Source: an optimization exercise on an open RTL-to-GDS flow (aim: small area, a short achievable clock period and few clock cycles per item). Production flows keep margins and buffers that such runs may drop. In this exercise RTL edits were held to simulation tests only and were not proved equivalent to the original. Power figures rest on the tool's default switching activity, not on a simulated workload.

$ cat design.v
package lcd_ahb_pkg;
   typedef logic [31:0] addr_t;
   typedef logic [31:0] data_t;
   typedef logic [1:0]  htrans_t;
   typedef logic [3:0]  reg_idx_t;
   typedef logic [6:0]  pal_idx_t;
   localparam htrans_t HTRANS_IDLE   = 2'b00;
   localparam htrans_t HTRANS_BUSY   = 2'b01;
   localparam htrans_t HTRANS_NONSEQ = 2'b10;
   localparam htrans_t HTRANS_SEQ    = 2'b11;
   typedef enum logic [1:0] {
      REGION_NONE = 2'd0,
      REGION_REG  = 2'd1,
      REGION_PAL  = 2'd2
   } region_t;
   typedef enum logic [1:0] {
      ST_IDLE     = 2'd0,
      ST_WRITE    = 2'd1,
      ST_READ     = 2'd2,
      ST_PAL_WAIT = 2'd3
   } slave_state_t;
   localparam int NUM_REGS = 14;
   localparam logic [11:0] OFS_TIMH      = 12'h000;
   localparam logic [11:0] OFS_TIMV      = 12'h004;
   localparam logic [11:0] OFS_POL       = 12'h008;
   localparam logic [11:0] OFS_LE        = 12'h00C;
   localparam logic [11:0] OFS_UPBASE    = 12'h010;
   localparam logic [11:0] OFS_LPBASE    = 12'h014;
   localparam logic [11:0] OFS_CTRL      = 12'h018;
   localparam logic [11:0] OFS_INTMSK    = 12'h01C;
   localparam logic [11:0] OFS_CRSR_CTRL = 12'hC00;
   localparam logic [11:0] OFS_CRSR_CFG  = 12'hC04;
   localparam logic [11:0] OFS_CRSR_PAL0 = 12'hC08;
   localparam logic [11:0] OFS_CRSR_PAL1 = 12'hC0C;
   localparam logic [11:0] OFS_CRSR_XY   = 12'hC10;
   localparam logic [11:0] OFS_CRSR_CLIP = 12'hC14;
   localparam logic [11:0] OFS_PAL_FIRST = 12'h200;
   localparam logic [11:0] OFS_PAL_LAST  = 12'h3FC;
endpackage
`timescale 1ns/1ps
module lcd_addr_decode #(
   parameter logic [31:0] LCD_BASE = 32'hFFE1_0000
) (
   input  lcd_ahb_pkg::addr_t     addr,
   output logic                   pal_hit,
   output logic [13:0]            reg_hit,
   output lcd_ahb_pkg::pal_idx_t  pal_idx
);
   logic blk;
   assign blk     = (addr[31:12] == LCD_BASE[31:12]) && (addr[1:0] == 2'b00);
   assign pal_idx = addr[8:2];
   assign pal_hit = blk && (addr[11:9] == 3'b001);
   always_comb begin
      reg_hit = '0;
      if (blk) begin
         case (addr[11:2])
            lcd_ahb_pkg::OFS_TIMH[11:2]:      reg_hit[0]  = 1'b1;
            lcd_ahb_pkg::OFS_TIMV[11:2]:      reg_hit[1]  = 1'b1;
            lcd_ahb_pkg::OFS_POL[11:2]:       reg_hit[2]  = 1'b1;
            lcd_ahb_pkg::OFS_LE[11:2]:        reg_hit[3]  = 1'b1;
            lcd_ahb_pkg::OFS_UPBASE[11:2]:    reg_hit[4]  = 1'b1;
            lcd_ahb_pkg::OFS_LPBASE[11:2]:    reg_hit[5]  = 1'b1;
            lcd_ahb_pkg::OFS_CTRL[11:2]:      reg_hit[6]  = 1'b1;
            lcd_ahb_pkg::OFS_INTMSK[11:2]:    reg_hit[7]  = 1'b1;
            lcd_ahb_pkg::OFS_CRSR_CTRL[11:2]: reg_hit[8]  = 1'b1;
            lcd_ahb_pkg::OFS_CRSR_CFG[11:2]:  reg_hit[9]  = 1'b1;
            lcd_ahb_pkg::OFS_CRSR_PAL0[11:2]: reg_hit[10] = 1'b1;
            lcd_ahb_pkg::OFS_CRSR_PAL1[11:2]: reg_hit[11] = 1'b1;
            lcd_ahb_pkg::OFS_CRSR_XY[11:2]:   reg_hit[12] = 1'b1;
            lcd_ahb_pkg::OFS_CRSR_CLIP[11:2]: reg_hit[13] = 1'b1;
            default: ;
         endcase
      end
   end
endmodule
`timescale 1ns/1ps
module ahb_slave_ctrl (
   input  logic                  HCLK,
   input  logic                  HRESET,
   input  logic                  HSEL,
   input  logic                  HWRITE,
   input  lcd_ahb_pkg::htrans_t  HTRANS,
   input  lcd_ahb_pkg::data_t    HWDATA,
   input  logic                  pal_hit,
   input  logic [13:0]           reg_hit,
   input  lcd_ahb_pkg::pal_idx_t pal_idx,
   input  lcd_ahb_pkg::data_t    lookup_a,
   input  lcd_ahb_pkg::data_t    lookup_b,
   output logic                  HREADY,
   output lcd_ahb_pkg::data_t    HRDATA,
   output logic                  pal_wr,
   output lcd_ahb_pkg::pal_idx_t wr_pal_idx,
   output logic [13:0]           reg_wr
);
   logic accept;
   logic fwd;
   lcd_ahb_pkg::data_t rd_a;
   lcd_ahb_pkg::data_t rd_b;
   assign HREADY = 1'b1;
   assign accept = HSEL && HTRANS[1];
   always_ff @(posedge HCLK or posedge HRESET) begin
      if (HRESET) begin
         pal_wr <= 1'b0;
         reg_wr <= '0;
      end else begin
         pal_wr <= accept && HWRITE && pal_hit;
         reg_wr <= (accept && HWRITE) ? reg_hit : '0;
      end
   end
   always_ff @(posedge HCLK)
      wr_pal_idx <= pal_idx;
   assign fwd = (pal_wr && pal_hit && (wr_pal_idx == pal_idx)) || |(reg_wr & reg_hit);
   always_ff @(posedge HCLK) begin
      rd_a <= fwd ? HWDATA : lookup_a;
      rd_b <= fwd ? '0     : lookup_b;
   end
   assign HRDATA = rd_a | rd_b;
endmodule
`timescale 1ns/1ps
module lcd_reg_bank (
   input  logic                HCLK,
   input  logic                HRESET,
   input  logic [13:0]         reg_wr,
   input  lcd_ahb_pkg::data_t  wdata,
   input  logic [13:0]         rd_hit,
   output lcd_ahb_pkg::data_t  reg_rdata,
   output logic [lcd_ahb_pkg::NUM_REGS-1:0][31:0] regs
);
   always_ff @(posedge HCLK or posedge HRESET) begin
      if (HRESET) begin
         for (int i = 0; i < lcd_ahb_pkg::NUM_REGS; i++)
            regs[i] <= '0;
      end else begin
         for (int i = 0; i < lcd_ahb_pkg::NUM_REGS; i++)
            if (reg_wr[i])
               regs[i] <= wdata;
      end
   end
   always_comb begin
      reg_rdata = '0;
      for (int i = 0; i < lcd_ahb_pkg::NUM_REGS; i++)
         reg_rdata = reg_rdata | ({32{rd_hit[i]}} & regs[i]);
   end
endmodule
`timescale 1ns/1ps
module lcd_pal_ram (
   input  logic                  HCLK,
   input  logic                  pal_wr,
   input  lcd_ahb_pkg::pal_idx_t wr_idx,
   input  lcd_ahb_pkg::data_t    wdata,
   input  lcd_ahb_pkg::pal_idx_t rd_idx,
   output lcd_ahb_pkg::data_t    pal_rd_lo,
   output lcd_ahb_pkg::data_t    pal_rd_hi
);
   lcd_ahb_pkg::data_t mem [128];
   always_ff @(posedge HCLK) begin
      for (int i = 0; i < 128; i++)
         if (pal_wr && wr_idx == 7'(i))
            mem[i] <= wdata;
   end
   always_comb begin
      pal_rd_lo = '0;
      pal_rd_hi = '0;
      for (int i = 0; i < 64; i++) begin
         pal_rd_lo = pal_rd_lo | ({32{rd_idx == 7'(i)}} & mem[i]);
         pal_rd_hi = pal_rd_hi | ({32{rd_idx == 7'(i + 64)}} & mem[i + 64]);
      end
   end
endmodule
`timescale 1ns/1ps
module lcd_ahb_top #(
   parameter logic [31:0] LCD_BASE = 32'hFFE1_0000
) (
   input  logic    HCLK,
   input  logic    HRESET,
   input  logic    HSEL,
   input  lcd_ahb_pkg::addr_t   HADDR,
   input  logic    HWRITE,
   input  lcd_ahb_pkg::htrans_t HTRANS,
   input  lcd_ahb_pkg::data_t   HWDATA,
   output lcd_ahb_pkg::data_t   HRDATA,
   output logic    HREADY,
   output lcd_ahb_pkg::data_t   lcd_timh,
   output lcd_ahb_pkg::data_t   lcd_timv,
   output lcd_ahb_pkg::data_t   lcd_pol,
   output lcd_ahb_pkg::data_t   lcd_le,
   output lcd_ahb_pkg::data_t   lcd_upbase,
   output lcd_ahb_pkg::data_t   lcd_lpbase,
   output lcd_ahb_pkg::data_t   lcd_ctrl,
   output lcd_ahb_pkg::data_t   lcd_intmsk,
   output lcd_ahb_pkg::data_t   crsr_ctrl,
   output lcd_ahb_pkg::data_t   crsr_cfg,
   output lcd_ahb_pkg::data_t   crsr_pal0,
   output lcd_ahb_pkg::data_t   crsr_pal1,
   output lcd_ahb_pkg::data_t   crsr_xy,
   output lcd_ahb_pkg::data_t   crsr_clip
);
   logic                  pal_hit;
   logic [13:0]           reg_hit;
   lcd_ahb_pkg::pal_idx_t pal_idx;
   logic                  pal_wr;
   lcd_ahb_pkg::pal_idx_t wr_pal_idx;
   logic [13:0]           reg_wr;
   lcd_ahb_pkg::data_t    reg_rdata;
   lcd_ahb_pkg::data_t    pal_rd_lo;
   lcd_ahb_pkg::data_t    pal_rd_hi;
   lcd_ahb_pkg::data_t    lookup_a;
   lcd_ahb_pkg::data_t    lookup_b;
   logic [lcd_ahb_pkg::NUM_REGS-1:0][31:0] regs;
   lcd_addr_decode #(
      .LCD_BASE (LCD_BASE)
   ) u_decode (
      .addr    (HADDR),
      .pal_hit (pal_hit),
      .reg_hit (reg_hit),
      .pal_idx (pal_idx)
   );
   assign lookup_a = {32{pal_hit}} & pal_rd_lo;
   assign lookup_b = ({32{pal_hit}} & pal_rd_hi) | reg_rdata;
   ahb_slave_ctrl u_ctrl (
      .HCLK       (HCLK),
      .HRESET     (HRESET),
      .HSEL       (HSEL),
      .HWRITE     (HWRITE),
      .HTRANS     (HTRANS),
      .HWDATA     (HWDATA),
      .pal_hit    (pal_hit),
      .reg_hit    (reg_hit),
      .pal_idx    (pal_idx),
      .lookup_a   (lookup_a),
      .lookup_b   (lookup_b),
      .HREADY     (HREADY),
      .HRDATA     (HRDATA),
      .pal_wr     (pal_wr),
      .wr_pal_idx (wr_pal_idx),
      .reg_wr     (reg_wr)
   );
   lcd_reg_bank u_regs (
      .HCLK      (HCLK),
      .HRESET    (HRESET),
      .reg_wr    (reg_wr),
      .wdata     (HWDATA),
      .rd_hit    (reg_hit),
      .reg_rdata (reg_rdata),
      .regs      (regs)
   );
   lcd_pal_ram u_pal (
      .HCLK      (HCLK),
      .pal_wr    (pal_wr),
      .wr_idx    (wr_pal_idx),
      .wdata     (HWDATA),
      .rd_idx    (pal_idx),
      .pal_rd_lo (pal_rd_lo),
      .pal_rd_hi (pal_rd_hi)
   );
   assign lcd_timh   = regs[0];
   assign lcd_timv   = regs[1];
   assign lcd_pol    = regs[2];
   assign lcd_le     = regs[3];
   assign lcd_upbase = regs[4];
   assign lcd_lpbase = regs[5];
   assign lcd_ctrl   = regs[6];
   assign lcd_intmsk = regs[7];
   assign crsr_ctrl  = regs[8];
   assign crsr_cfg   = regs[9];
   assign crsr_pal0  = regs[10];
   assign crsr_pal1  = regs[11];
   assign crsr_xy    = regs[12];
   assign crsr_clip  = regs[13];
endmodule
$ cat run.sh
#!/bin/bash
# synth_recipe.tcl (not shown) runs the flow's synth.tcl, then flattens the netlist and writes it again
# the make line also repeats each setting of config.mk as NAME=value (left out here)
make -C /OpenROAD-flow-scripts/flow DESIGN_CONFIG=/design/flow/config.mk WORK_HOME=/design/flow/orfs CLKGATE_MAP_FILE= SYNTH_SCRIPT=/design/flow/synth_recipe.tcl finish
$ cat config.mk
export PLATFORM = sky130hd
export DESIGN_NAME = lcd_ahb_top
export DESIGN_NICKNAME = lcd_ahb_top
export VERILOG_FILES = /design/flow/design.v
export SDC_FILE = /design/flow/constraint.sdc
export NUM_CORES = 4
export LEC_CHECK = 0
export CAP_MARGIN = 20
export CELL_PAD_IN_SITES_DETAIL_PLACEMENT = 1
export CELL_PAD_IN_SITES_GLOBAL_PLACEMENT = 1
export CORE_MARGIN = 2
export CORE_UTILIZATION = 25
export PLACE_DENSITY = 0.3
export SETUP_SLACK_MARGIN = 1.5
export SLEW_MARGIN = 20
export SYNTH_MEMORY_MAX_BITS = 8192
$ cat constraint.sdc
create_clock -name core_clock -period 6.0 [get_ports {HCLK}]
set_input_delay 1.2000 -clock core_clock [delete_from_list [all_inputs] [get_ports {HCLK}]]
set_output_delay 1.2000 -clock core_clock [all_outputs]
set_load 0.01 [all_outputs]
==> flow_summary_export.csv, run 1 <==
group,metric,value,unit
setup_path,crit_path_end_kind,"flip-flop",
layout,design_area,0.217,mm^2
sta,worst_pin_slew,1.43,ns
logic_synthesis,ys_warn_count,5,
placed_design,place_congestion,0.799,
logic_synthesis,yosys.area.top_type,"edfxtp_1",
logic_synthesis,syn_area_per_cell,17.5,um^2
pwr,p_leak,70.4,nW
global_routing,antenna_found_initial,171,
floorplanning,die-area,0.698,mm^2
worst_hold_path,min_from,"HWDATA[31]",
detailed_routing,num_vias,117078,
clock_network,clk_pin_slew,0.06,ns
layout,final_nets,11390,
clock_network,cts.sinks,4630,
sta,final-setup-viol-count,0,
logic_synthesis,ys_top_cells_by_count,"edfxtp_1 (4096), a22oi_1 (1418), mux2_2 (486)",
clock_network,cts_buffers,584,
pwr,p_per_area,331,mW/mm^2
detailed_routing,drt_iter0_markers,16269,
layout,fin_util,31.5,%
worst_hold_path,holdPathStages,1,
placed_design,placed_area,0.199,mm^2
placed_design,place_hpwl,722,mm
logic_synthesis,postSynthRegisterBits,4630,
logic_synthesis,synthesis.area,0.173,mm^2
floorplanning,initial_core_util,25.1,%
global_routing,grt-ovfl-total,0,
logic_synthesis,seq_area_frac_synth,78.7,%
run_status,status,"no timing/DRC/antenna violations",
detailed_routing,first_pass_iters,9,
job,cap_violations,0,
layout,drive_above_1_share,22.7,%
clock_network,htreeDepth,6,
logic_synthesis,synth_area_leaders,"edfxtp_1 (71%), dfrtp_1 (6.7%), a22oi_1 (6.2%)",
sta,setup_slack,1.35,ns
setup_path,critical_path_required,6.94,ns
logic_synthesis,syn-num-nets,9948,
clock_network,cts-root-buf,"clkbuf_16",
sta,hold_viol,0,
setup_path,critPathMaxFanout,31,
floorplanning,ios,551,
layout,fill_cells,69649,
logic_synthesis,async_flop_share,10.0,%
logic_synthesis,synthCells,9878,
placed_design,post-place-ws,-0.217,ns
logic_synthesis,ys_types,96,
logic_synthesis,synth_most_common_cell,"edfxtp_1",
setup_path,worstSetupStartpointType,"primary input",
sta,finalMaxSlewViolations,0,
floorplanning,core,0.689,mm^2
detailed_routing,vias_per_cell,5.57,
setup_path,reg2reg_depth,4,
global_routing,track_usage,31.3,%
detailed_routing,drc,0,
logic_synthesis,synth_top_area_share,71.2,%
setup_path,r2r-end,"u_pal.mem[116][24]",
clock_network,clock_latency,1.16,ns
worst_hold_path,min_path_type,"in2reg",
worst_hold_path,min_to,"u_pal.mem[100][31]",
detailed_routing,wirelength,1130,mm
setup_path,r2r_slack,1.72,ns
sta,fmax,0.215,GHz
floorplanning,rows,305,
detailed_routing,postRouteAntennaNets,0,
logic_synthesis,synth_edf_count,4096,
floorplanning,die_h,835,um
layout,syn_to_final_growth,25.8,%
clock_network,clockBufferDepth,4,
sta,layout_min_cycle_time,4.65,ns
detailed_routing,routedWlPerCell,53.7,um
floorplanning,fp.dieW,835,um
placed_design,portBuffers,548,
pwr,peakVddDrop,0.257,mV
sta,period_share,77.6,%
global_routing,grt_pass1_vias,115017,
setup_path,critPathArrivalTime,5.60,ns
setup_path,crit_type,"in2reg",
sta,maxSlewHeadroom,4.83,%
sta,clock_skew,0.0957,ns
global_routing,grt_max_degree,126,
logic_synthesis,ys.flop_type,"edfxtp_1",
global_routing,grt_pass1_wl,1410,mm
pwr,finalPower,72.0,mW
sta,rsz0062_at_grt,"no",
setup_path,worstReg2RegStart,"u_ctrl.pal_wr",
clock_network,tritoncts,"built",
-- per-layer routing --
layer / GRT usage [%] / wire [um] / vias up
li1: - / - / 44158
met2: 53.2 / 548000 / 5296
met4: 9.02 / 38000 / 12
met1: 42.4 / 487000 / 66482
met5: 0 / 75 / -
met3: 3.27 / 57000 / 1130
-- cell type report --
cell class / count / area [um^2] / area share (%)
Sequential cell: 4630 / 136000 / 62.6
Inverter: 5 / 22.5 / 0.0104
Clock inverter: 235 / 2020 / 0.931
Timing Repair Buffer: 1552 / 16000 / 7.39
Tap cell: 9210 / 11500 / 5.30
Multi-Input combinational cell: 4547 / 35600 / 16.4
Clock buffer: 801 / 15900 / 7.31
Antenna cell: 52 / 130 / 0.0599
-- cell usage in the layout (no fill, tap or decap), types with 102 or more instances in the layout --
cell type,synthesis,final
nand2_1,243,243
a221oi_1,160,158
and3_1,103,102
clkbuf_16,0,594
nor2_1,313,102
clkbuf_1,320,183
nand4_1,140,140
dfrtp_1,463,449
mux2_2,486,486
a21oi_1,151,151
o22ai_1,143,141
nand3_1,110,108
buf_4,17,772
clkinv_1,0,105
a22oi_1,1418,1418
nor2_4,1,163
clkdlybuf4s50_1,0,509
a22o_1,257,257
a222oi_1,131,131
buf_12,0,230
edfxtp_1,4096,4096
-- flip-flops by register name (all words and copies together), names as in the netlist --
register,cells
u_ctrl.reg_wr,14
u_ctrl.rd_b,32
u_ctrl.wr_pal_idx,7
u_ctrl.rd_a,32
u_regs.regs,448
u_pal.mem,4096
u_ctrl.pal_wr,1
-- worst max-delay path by stage --
stage | from | to | slack [ns] | cells past startpoint
after detailed placement | HADDR[8] | u_ctrl.rd_a[5] | -0.22 | 10
after global routing | HADDR[2] | u_ctrl.rd_a[5] | 1.51 | 11
after floorplan | HRESET | u_ctrl.pal_wr | -1.47 | 1
after global placement | HADDR[4] | u_ctrl.rd_a[28] | -0.93 | 10
final | HADDR[5] | u_ctrl.rd_a[28] | 1.35 | 12
after CTS | HADDR[8] | u_ctrl.rd_a[5] | 1.39 | 10
-- logic make-up after synthesis --
family,synth area share (%)
compound gates,12.1
flops,78.7
simple gates,3.80
mux,3.56
xor+xnor,0.0355
other cells,0.00217
buf+inv,1.80
-- worst max-delay path, cell delays in order --
cell and delay [ns]:
buf_4 0.26, buf_4 0.28, and4b_4 0.47, buf_12 0.30, a222oi_1 0.59, buf_4 0.22
a2bb2oi_1 0.18, nand3_1 0.10, or4_4 0.61, o41ai_4 0.85, buf_4 0.29, o21ai_1 0.07
-- report_power, final --
group	switching (mW)	total (mW)	internal, mW
Clock	14.8	34.0	19.2
Sequential	0.00849	35.1	35.1
Combinational	2.30	2.87	0.564
Total	17.1	72.0	54.9
-- stage by stage --
step	instances	TNS (ns)	hold slack [ns]
floorplan	9878	-679.20	0.571
global placement	19923	-1.29	0.521
detailed placement	19941	-0.217	0.526
CTS	20980	0	0.376
global route	20997	0	0.419
finish	21032	0	0.474
-- timing repair --
action	4_1_cts	5_1_grt
setup buffers	3	0
hold buffers	0	0
setup endpoints to repair	17	0
gates resized for setup	3	0
Testbench counts, summed over its fixed seeds: cycles 9,608, xfers 9,600.
==> inputs of run 2 (changes only) <==
--- a/config.mk
+++ b/config.mk
@@ -11,5 +11,5 @@
 export CORE_MARGIN = 2
-export CORE_UTILIZATION = 25
-export PLACE_DENSITY = 0.3
-export SETUP_SLACK_MARGIN = 1.5
+export CORE_UTILIZATION = 40
+export PLACE_DENSITY = 0.45
+export SETUP_SLACK_MARGIN = 2.8
 export SLEW_MARGIN = 20
==> flow_summary_export.csv, run 2 <==
group,metric,value,unit
clock_network,cts.sinks,4630,
global_routing,grt_max_degree,144,
setup_path,worstSetupStartpointType,"primary input",
run_status,status,"finished with violations",
sta,hold_viol,0,
layout,largest-register,"u_pal.mem",
logic_synthesis,yosys.area.top_type,"edfxtp_1",
pwr,swShare,23.0,%
global_routing,track_usage,44.0,%
detailed_routing,postRouteAntennaNets,0,
setup_path,crit_slowest_cell,"o211ai_1",
setup_path,critPathMaxFanout,26,
logic_synthesis,seq_area_frac_synth,78.7,%
pwr,finalPower,70.2,mW
floorplanning,die-area,0.437,mm^2
sta,clock_skew,0.0597,ns
layout,final_cell_mix,"edfxtp_1 (4096), a22oi_1 (1371), buf_4 (1060)",
logic_synthesis,syn-num-nets,9948,
clock_network,clk_pin_slew,0.06,ns
layout,syn_to_final_growth,28.4,%
sta,worst_pin_slew,1.51,ns
setup_path,crit_type,"in2reg",
logic_synthesis,synth_edf_count,4096,
detailed_routing,num_vias,127179,
floorplanning,ios,551,
logic_synthesis,synth_area_leaders,"edfxtp_1 (71%), dfrtp_1 (6.7%), a22oi_1 (6.2%)",
sta,period_share,60.5,%
run_status,failed_checks,"max-slew violations",
job,cap_violations,0,
clock_network,tritoncts,"built",
placed_design,place_congestion,0.889,
layout,ff_latch_area,0.136,mm^2
setup_path,crit_path_end_kind,"flip-flop",
pwr,p_per_area,317,mW/mm^2
clock_network,clockBufferDepth,4,
global_routing,grt_pass1_vias,117227,
detailed_routing,drc,0,
pwr,peakVddDrop,0.335,mV
clock_network,clock_latency,1.12,ns
setup_path,cpPeakStageDelay,0.55,ns
placed_design,place_hpwl,586,mm
floorplanning,core,0.430,mm^2
sta,final-setup-viol-count,0,
logic_synthesis,ys_top_cells_by_count,"edfxtp_1 (4096), a22oi_1 (1418), mux2_2 (486)",
layout,fin_util,51.6,%
global_routing,grt_pass1_wl,1250,mm
logic_synthesis,ys.flop_type,"edfxtp_1",
detailed_routing,first_pass_iters,10,
sta,fmax,0.275,GHz
detailed_routing,drt_iter0_markers,26021,
sta,holdWs,0.353,ns
setup_path,timing.critical_path.buf_inv,11,
placed_design,portBuffers,548,
logic_synthesis,synth_top_area_share,71.2,%
floorplanning,rows,241,
detailed_routing,vias_per_cell,7.04,
pwr,clkPwrFrac,45.5,%
floorplanning,initial_core_util,40.1,%
layout,multi_input_area,0.0387,mm^2
sta,layout_min_cycle_time,3.63,ns
global_routing,grt-ovfl-total,0,
global_routing,top_usage_layer,"met2",
floorplanning,die_h,661,um
logic_synthesis,synthCells,9878,
global_routing,antenna_found_initial,101,
layout,final_common_cell,"edfxtp_1",
detailed_routing,wirelength,996,mm
clock_network,cts-root-buf,"clkbuf_16",
detailed_routing,routedWlPerCell,55.1,um
global_routing,grt_use_met3,10.7,%
sta,maxSlewHeadroom,-0.813,%
logic_synthesis,ys_types,96,
clock_network,hold_buffers,0,
logic_synthesis,synth_most_common_cell,"edfxtp_1",
sta,finalMaxSlewViolations,12,
worst_hold_path,min_path_type,"in2reg",
clock_network,htreeDepth,6,
floorplanning,fp.dieW,661,um
sta,rsz0062_at_grt,"yes",
sta,tns,0,ns
pwr,power_frac_seq,50.0,%
setup_path,worstPathCellList,"buf_16, buf_6, buf_8, buf_16, buf_4, buf_6, nor4bb_4, buf_6, buf_12, buf_12, buf_12, a22o_1, nor3_1, o32a_4, o211ai_1, buf_4, a22o_1",
logic_synthesis,syn_area_per_cell,17.5,um^2
logic_synthesis,async_flop_share,10.0,%
layout,reg_top3,"u_pal.mem: 4096 flops, u_regs.regs: 448 flops",
logic_synthesis,synthesis.area,0.173,mm^2
pwr,power.switching,16.1,mW
setup_path,critPathArrivalTime,4.65,ns
layout,fill_cells,39364,
logic_synthesis,postSynthRegisterBits,4630,
clock_network,cts_buffers,530,
layout,largest_reg_flops,4096,
layout,final_nets,11945,
logic_synthesis,ys_warn_count,5,
setup_path,critical_path_required,7.02,ns
setup_path,crit_family,"buffers and inverters",
pwr,intPower,54.1,mW
layout,drive_above_1_share,29.8,%
global_routing,use_met2,66.3,%
pwr,combinationalPowerShare,4.5,%
global_routing,use_met1,57.5,%
pwr,p_leak,77.1,nW
## run 2: cell types whose count changed in the layout (fill, tap and decap cells not counted), sizes merged, moves of 10 or more
cell	change
bufinv	+11
dlygate4sd2	+439
bufbuf	+20
clkdlybuf4s50	-480
buf	+577
clkdlybuf4s15	+21
clkbuf	-80
diode	+10
## run 2: kinds of logic (layout without fill, tap and decap cells)
logic type	Yosys count	count (layout)	share of synthesized area (%)
muxes	551	551	3.56
and+or+nand+nor	1257	1267	3.80
buffers and inverters	701	3104	1.80
other	1	63	0.00217
AOI/OAI and AO/OA	2731	2731	12.1
xor gates and xnor gates	7	7	0.0355
DFF	4630	4630	78.7
## run 2: cell type report
class                      count  area share, %
tap                         5710           3.22
timing repair buffer        2151           10.4
multi-input combinational   4557           17.4
clock inverter               249          0.940
sequential                  4630           61.3
antenna                       62         0.0699
inverter                       5         0.0102
clock buffer                 699           6.54
## run 2: worst register-to-register path: stages, from the launching register on
cell and delay, ns:
dfrtp_2 0.57, nand2_1 0.10, nor2_1 0.40, nand3_2 0.57, nor2_4 0.55, buf_6 0.65
## run 2: path summary, 6_finish.rpt
| kind | startpoint | end | slack, ns | cells after the start |
|---|---|---|---|---|
| worst max-delay path | HADDR[3] | u_ctrl.rd_a[24] | 2.37 | 17 |
| worst min-delay path | HADDR[6] | u_ctrl.wr_pal_idx[4] | 0.35 | 1 |
| worst max register to register | u_ctrl.pal_wr | u_pal.mem[94][29] | 2.69 | 5 |
| worst min register to register | u_regs.regs[103] | u_regs.regs[103] | 0.53 | 1 |
| max in group asynchronous | HRESET | u_regs.regs[132] | 4.08 | 4 |
| min in group asynchronous | HRESET | u_regs.regs[142] | 0.56 | 2 |
## run 2: repair_timing
action	4_1_cts	5_1_grt
endpoints found under the setup margin	3083	276
buffers inserted	436	215
cloned	48	24
gates resized for setup	1211	363
pin swaps	237	224
hold endpoints to repair	0	0
## run 2: power by group through the flow
stage | registers, mW | clock network [mW] | logic, mW
6_report | 35.1 | 32.0 | 3.18
3_5_place_dp | 35.8 | 0 | 2.51
4_1_cts | 35.1 | 32.0 | 2.90
2_1_floorplan | 35.8 | 0 | 0.733
5_1_grt | 35.1 | 33.1 | 3.12
3_3_place_gp | 35.8 | 0 | 2.47
## run 2: metal layers
| metal | up-vias | part of all wire, % |
|---|---|---|
| met5 | - | 0.020 |
| met4 | 28 | 7.7 |
| met3 | 2536 | 12 |
| met2 | 10986 | 44 |
| met1 | 68328 | 36 |
| li1 | 45301 | - |
## run 2: stage by stage
stage	std cells	setup WS (ns)	cell area, um^2
2_1_floorplan	9878	-1.47	173000
3_3_place_gp	16313	0.127	192000
3_5_place_dp	16328	0.101	193000
4_1_cts	17760	2.43	217000
5_1_grt	18026	2.45	222000
6_report	18063	2.37	222000
==> inputs of run 3 (changes only) <==
--- a/config.mk
+++ b/config.mk
@@ -8,8 +8,6 @@
 export CAP_MARGIN = 20
-export CELL_PAD_IN_SITES_DETAIL_PLACEMENT = 1
-export CELL_PAD_IN_SITES_GLOBAL_PLACEMENT = 1
 export CORE_MARGIN = 2
-export CORE_UTILIZATION = 40
-export PLACE_DENSITY = 0.45
-export SETUP_SLACK_MARGIN = 2.8
+export CORE_UTILIZATION = 30
+export PLACE_DENSITY = 0.35
+export SETUP_SLACK_MARGIN = 2.5
 export SLEW_MARGIN = 20
==> flow_summary_export.csv, run 3 <==
group,metric,value,unit
setup_path,critical_path_required,7.01,ns
global_routing,grt_pass1_wl,1270,mm
pwr,p_per_area,327,mW/mm^2
global_routing,grt_max_degree,141,
setup_path,reg2reg_depth,6,
setup_path,cpPeakStageDelay,0.59,ns
floorplanning,rows,278,
logic_synthesis,yosys.area.top_type,"edfxtp_1",
setup_path,critPathArrivalTime,4.71,ns
floorplanning,core,0.573,mm^2
clock_network,cts.sinks,4630,
sta,worst_pin_slew,1.30,ns
setup_path,worstReg2RegStart,"u_ctrl.pal_wr",
logic_synthesis,synth_top_area_share,71.2,%
placed_design,place_congestion,0.846,
sta,maxSlewHeadroom,12.6,%
detailed_routing,wirelength,1010,mm
worst_hold_path,min_path_type,"in2async",
clock_network,clockBufferDepth,4,
logic_synthesis,ys.flop_type,"edfxtp_1",
clock_network,clk_pin_slew,0.05,ns
layout,largest-register,"u_pal.mem",
layout,final_nets,11542,
setup_path,worstSetupStartpointType,"primary input",
logic_synthesis,async_flop_share,10.0,%
detailed_routing,postRouteAntennaNets,0,
pwr,finalPower,71.0,mW
setup_path,crit_type,"in2reg",
setup_path,r2r-end,"u_pal.mem[25][18]",
placed_design,placed_area,0.196,mm^2
layout,instances_no_fill,19518,
clock_network,cts_buffers,550,
logic_synthesis,synthCells,9878,
setup_path,critPathMaxFanout,22,
logic_synthesis,ys_warn_count,5,
sta,hold_viol,0,
clock_network,tritoncts,"built",
detailed_routing,vias_per_cell,6.16,
layout,final_common_cell,"edfxtp_1",
detailed_routing,first_pass_iters,8,
setup_path,crit_path_end_kind,"flip-flop",
placed_design,place_hpwl,626,mm
pwr,peakVddDrop,0.362,mV
logic_synthesis,ys_types,96,
placed_design,portBuffers,548,
floorplanning,die-area,0.582,mm^2
logic_synthesis,synth_edf_count,4096,
run_status,status,"no timing/DRC/antenna violations",
detailed_routing,num_vias,120173,
layout,drive_above_1_share,24.7,%
sta,holdWs,0.448,ns
floorplanning,die_h,763,um
sta,rsz0062_at_grt,"yes",
setup_path,crit_top_cell,"buf_4",
clock_network,hold_buffers,0,
layout,syn_to_final_growth,25.9,%
floorplanning,ios,551,
layout,largest_reg_flops,4096,
placed_design,place_inst,18223,
global_routing,grt_pass1_vias,111488,
floorplanning,fp.dieW,763,um
clock_network,htreeDepth,6,
logic_synthesis,seq_area_frac_synth,78.7,%
logic_synthesis,syn-num-nets,9948,
logic_synthesis,synth_area_leaders,"edfxtp_1 (71%), dfrtp_1 (6.7%), a22oi_1 (6.2%)",
logic_synthesis,syn_area_per_cell,17.5,um^2
layout,reg_top3,"u_pal.mem: 4096 flops, u_regs.regs: 448 flops",
setup_path,worstPathCellList,"buf_12, buf_4, nor2b_2, buf_4, a22oi_1, nor3_1, a221oi_1, nand4_1, o41ai_2, buf_4, a31oi_1",
sta,final-setup-viol-count,0,
setup_path,crit_slowest_cell,"nor2b_2",
logic_synthesis,synthesis.area,0.173,mm^2
sta,layout_min_cycle_time,3.70,ns
clock_network,cts-root-buf,"clkbuf_16",
detailed_routing,drt_iter0_markers,20978,
layout,fill_cells,53207,
layout,final_cell_mix,"edfxtp_1 (4096), a22oi_1 (1415), buf_4 (884)",
layout,design_area,0.217,mm^2
sta,finalMaxSlewViolations,0,
logic_synthesis,ys_top_cells_by_count,"edfxtp_1 (4096), a22oi_1 (1418), mux2_2 (486)",
logic_synthesis,synth_most_common_cell,"edfxtp_1",
layout,multi_input_area,0.0363,mm^2
detailed_routing,drc,0,
pwr,p_leak,71.9,nW
sta,clock_skew,0.0689,ns
layout,fin_util,37.9,%
clock_network,clock_latency,1.12,ns
global_routing,track_usage,33.6,%
detailed_routing,routedWlPerCell,51.9,um
global_routing,grt-ovfl-total,0,
job,cap_violations,0,
floorplanning,initial_core_util,30.1,%
global_routing,antenna_found_initial,160,
logic_synthesis,postSynthRegisterBits,4630,
setup_path,r2r_slack,2.41,ns
sta,period_share,61.6,%
sta,fmax,0.271,GHz
layout,ff_latch_area,0.136,mm^2
## run 3: cell counts after synthesis
Identical to the previous run, type by type.
## run 3: per-layer routing
metal	vias up	GRT usage [%]	routed length, um
met2	7965	53.4	465000
met3	1540	5.81	89200
met4	54	13.2	47300
li1	44484	-	-
met5	-	0	373
met1	66130	45.9	411000
## run 3: cell type report
type                            count  area share (%)
Antenna cell                       50          0.0575
Clock buffer                      720            6.78
Clock inverter                    268            1.26
Inverter                            5          0.0104
Multi-Input combinational cell   4554            16.7
Sequential cell                  4630            62.6
Tap cell                         7560            4.35
Timing Repair Buffer             1731            8.29
## run 3: how the worst max path moves through the flow
stage                       endpoint          start  slack, ns
floorplan              u_ctrl.pal_wr         HRESET      -1.47
global placement     u_ctrl.rd_b[19]       HADDR[4]      -0.42
detailed placement   u_ctrl.rd_b[19]       HADDR[4]       0.11
CTS                 u_pal.mem[68][1]  u_ctrl.pal_wr       2.12
global route         u_ctrl.rd_b[30]       HADDR[2]       2.46
finish               u_ctrl.rd_b[24]       HADDR[8]       2.30
## run 3: stage by stage
stage | setup slack, ns | setup TNS, ns
2_1_floorplan | -1.47 | -679.20
3_3_place_gp | -0.425 | -0.744
3_5_place_dp | 0.113 | 0
4_1_cts | 2.12 | 0
5_1_grt | 2.46 | 0
6_report | 2.30 | 0
## run 3: power breakdown
| part | switching, mW | total, mW | internal, mW |
|---|---|---|---|
| clock | 14.4 | 33.1 | 18.7 |
| combinational | 2.21 | 2.85 | 0.637 |
| sequential | 0.00905 | 35.1 | 35.1 |
| total | 16.6 | 71.0 | 54.4 |
## run 3: worst max-delay path, delay by kind of cell
kind | cells | cell delay [ns]
AND/OR/NAND/NOR | 3 | 1.37
AO/OA/AOI/OAI | 4 | 0.61
buffers and inverters | 4 | 1.28
## run 3: what timing repair did
item,in CTS,in global routing
resized for setup,300,69
buffers inserted,198,39
pin swaps,95,22
endpoints found under the setup margin,1434,390
gates cloned,15,5
## run 3: logic make-up after synthesis
group                  Yosys count  synth area share [%]
flip-flops                    4630                  78.7
AO/OA/AOI/OAI                 2731                  12.1
AND/OR/NAND/NOR               1257                  3.80
buffers and inverters          701                  1.80
multiplexers                   551                  3.56
XOR/XNOR                         7                0.0355
other                            1               0.00217
==> inputs of run 4 (changes only) <==
--- a/config.mk
+++ b/config.mk
@@ -10,3 +10,4 @@
 export CORE_UTILIZATION = 30
-export PLACE_DENSITY = 0.35
+export CTS_BUF_LIST = sky130_fd_sc_hd__clkbuf_8
+export PLACE_DENSITY = 0.42
 export SETUP_SLACK_MARGIN = 2.5
==> flow_summary_export.csv, run 4 <==
group,metric,value,unit
logic_synthesis,postSynthRegisterBits,4630,
layout,syn_to_final_growth,22.4,%
detailed_routing,drt_iter0_markers,24506,
floorplanning,fp.dieW,763,um
global_routing,antenna_found_initial,108,
logic_synthesis,yosys.area.top_type,"edfxtp_1",
clock_network,cts_buffers,776,
detailed_routing,wirelength,931,mm
clock_network,htreeDepth,6,
setup_path,startpoint,"HADDR[3]",
pwr,p_leak,72.8,nW
global_routing,grt-ovfl-total,0,
logic_synthesis,synth_edf_count,4096,
setup_path,timing.critical_path.buf_inv,7,
clock_network,clockBufferDepth,4,
setup_path,crit_slowest_cell,"a2111oi_4",
clock_network,cts-root-buf,"clkbuf_8",
setup_path,critPathArrivalTime,4.98,ns
detailed_routing,first_pass_iters,8,
logic_synthesis,ys_top_cells_by_count,"edfxtp_1 (4096), a22oi_1 (1418), mux2_2 (486)",
global_routing,track_usage,30.7,%
setup_path,crit_path_end_kind,"flip-flop",
detailed_routing,vias_per_cell,6.16,
sta,layout_min_cycle_time,3.74,ns
floorplanning,initial_core_util,30.1,%
sta,fmax,0.267,GHz
logic_synthesis,synthCells,9878,
detailed_routing,num_vias,121922,
pwr,intPower,48.9,mW
pwr,power_frac_seq,54.3,%
sta,worst_pin_slew,1.39,ns
sta,tns,0,ns
clock_network,clock_latency,1.43,ns
sta,clock_skew,0.120,ns
logic_synthesis,async_flop_share,10.0,%
setup_path,critPathMaxFanout,37,
detailed_routing,postRouteAntennaNets,0,
floorplanning,die_h,763,um
pwr,power.switching,15.8,mW
sta,maxSlewHeadroom,7.33,%
sta,setup_slack,2.26,ns
worst_hold_path,min_path_type,"in2reg",
sta,finalMaxSlewViolations,0,
layout,fill_cells,53869,
pwr,p_per_area,306,mW/mm^2
logic_synthesis,synth_top_area_share,71.2,%
clock_network,tritoncts,"built",
layout,final_cell_mix,"edfxtp_1 (4096), a22oi_1 (1417), buf_4 (862)",
run_status,status,"no timing/DRC/antenna violations",
layout,fin_util,36.9,%
logic_synthesis,synth_most_common_cell,"edfxtp_1",
logic_synthesis,seq_area_frac_synth,78.7,%
sta,rsz0062_at_grt,"yes",
layout,largest-register,"u_pal.mem",
layout,final_nets,11659,
layout,largest_reg_flops,4096,
layout,reg_top3,"u_pal.mem: 4096 flops, u_regs.regs: 448 flops",
placed_design,post-place-ws,0.276,ns
global_routing,grt_max_degree,133,
pwr,clkPwrFrac,41.7,%
logic_synthesis,ys_warn_count,5,
logic_synthesis,syn-num-nets,9948,
layout,final_common_cell,"edfxtp_1",
layout,drive_above_1_share,24.8,%
sta,period_share,62.4,%
placed_design,place_congestion,0.880,
setup_path,crit_family,"buffers and inverters",
logic_synthesis,synthesis.area,0.173,mm^2
detailed_routing,routedWlPerCell,47.0,um
detailed_routing,drc,0,
global_routing,grt_pass1_wl,1180,mm
clock_network,clk_pin_slew,0.06,ns
clock_network,hold_buffers,0,
floorplanning,die-area,0.582,mm^2
placed_design,portBuffers,548,
setup_path,critical_path_required,7.24,ns
placed_design,place_hpwl,571,mm
setup_path,cpPeakStageDelay,0.55,ns
logic_synthesis,ys_types,96,
job,cap_violations,0,
setup_path,crit_type,"in2reg",
pwr,swShare,24.5,%
floorplanning,ios,551,
logic_synthesis,syn_area_per_cell,17.5,um^2
clock_network,cts.sinks,4630,
logic_synthesis,synth_area_leaders,"edfxtp_1 (71%), dfrtp_1 (6.7%), a22oi_1 (6.2%)",
logic_synthesis,ys.flop_type,"edfxtp_1",
floorplanning,core,0.573,mm^2
global_routing,grt_pass1_vias,113196,
sta,final-setup-viol-count,0,
setup_path,crit_top_cell,"buf_4",
pwr,combinationalPowerShare,4.0,%
setup_path,worstPathCellList,"buf_8, buf_4, nor4bb_4, buf_12, buf_4, and3_1, a2111oi_4, buf_4, nand3_1, nor4_2, buf_4, nand4_1, buf_4, a22o_1",
pwr,peakVddDrop,0.275,mV
floorplanning,rows,278,
setup_path,worstSetupStartpointType,"primary input",
setup_path,worstReg2RegStart,"u_ctrl.pal_wr",
sta,hold_viol,0,
worst_hold_path,min_from,"HWDATA[15]",
==> run 4: repair_timing <==
item / CTS / global route
gates resized for setup: 783 / 45
cloned: 3 / 2
buffers inserted: 155 / 26
endpoints found under the setup margin: 1882 / 391
pin swaps: 69 / 19
==> run 4: layout make-up <==
class                      count  area, um^2  share of cell area [%]
tap                         7560        9460                    4.47
timing repair buffer        1629       15700                    7.43
multi-input combinational   4547       35800                    16.9
clock buffer                 819       11300                    5.33
antenna                       22        55.1                  0.0260
sequential                  4630      136000                    64.3
inverter                       5        22.5                  0.0106
clock inverter               587        3040                    1.44
==> run 4: worst paths after layout <==
path                                          end  slack [ns]  cells past startpoint
worst max-delay path              u_ctrl.rd_a[23]        2.26                     14
worst min-delay path            u_pal.mem[29][15]        0.13                      1
worst max register to register  u_pal.mem[88][29]        2.44                      4
worst min register to register    u_regs.regs[52]        0.52                      1
max in group asynchronous        u_regs.regs[219]        4.62                      3
min in group asynchronous         u_regs.regs[12]        0.22                      2
==> run 4: per-stage QoR <==
step / hold WS (ns) / total power [mW] / std cells / instance area, um^2
detailed placement: 0.519 / 38.2 / 18184 / 195000
CTS: 0.0563 / 64.7 / 19748 / 211000
global placement: 0.515 / 38.2 / 18159 / 194000
finish: 0.132 / 64.7 / 19799 / 212000
global route: 0.103 / 66.1 / 19781 / 211000
floorplan: 0.571 / 36.5 / 9878 / 173000
==> run 4: cells by family after synthesis <==
group                     after synthesis  share of synthesized area [%]
DFF                                  4630                           78.7
xor gates and xnor gates                7                         0.0355
other                                   1                        0.00217
buffers and inverters                 701                           1.80
AOI/OAI and AO/OA                    2731                           12.1
and+or+nand+nor                      1257                           3.80
muxes                                 551                           3.56
==> run 4: metal layers <==
layer	part of all wire, %	global-route usage, %
met1	39	42.6
met4	5.1	13.0
met2	44	46.4
met3	12	7.07
met5	0.024	0
==> run 4: power groups by stage <==
stage                     registers (mW)  logic (mW)  clock network, mW
after floorplan                     35.8       0.708                  0
after detailed placement            35.8        2.45                  0
after global placement              35.8        2.41                  0
after CTS                           35.1        2.49               27.1
final                               35.1        2.59               27.0
after global routing                35.1        2.58               28.5

==> what the ideal ports hide <==
How much do the figures lean on ideal ports? The routed layouts below were timed once more, with nothing changed but the port constraints. Step 1 assumes that a clkbuf_16 drives the clock port and a buf_2 every other input. Step 2 adds t to the input delays and takes it off the output delays; t is the mean of the earliest and latest rising clock arrival at the registers after step 1. Input paths then give back, and output paths get back, about the clock's delay inside the block. Three values: no drivers, after step 1, after step 2; two values: the first two.
run | shift t [ns] | slack for setup (ns) | clock arrival spread, ns | slew at the worst register clock pin (ns) | worst slew at a driven data input, ns
run 1 | 1.246 | 1.346 / 1.198 / -0.048 | 0.096 / 0.096 | 0.07 / 0.07 | 0.31
run 2 | 1.187 | 2.368 / 2.174 / 0.987 | 0.061 / 0.060 | 0.07 / 0.07 | 0.46
run 3 | 1.228 | 2.304 / 2.134 / 0.906 | 0.083 / 0.083 | 0.07 / 0.07 | 0.48
run 4 | 1.497 | 2.258 / 2.267 / 0.779 | 0.120 / 0.120 | 0.07 / 0.07 | 0.32
With both steps, setup timing fails in run 1, where it was met with ideal ports. For run 4, which loses most, drivers alone change the setup slack by +0.009 ns; drivers and shift together by -1.479 ns.
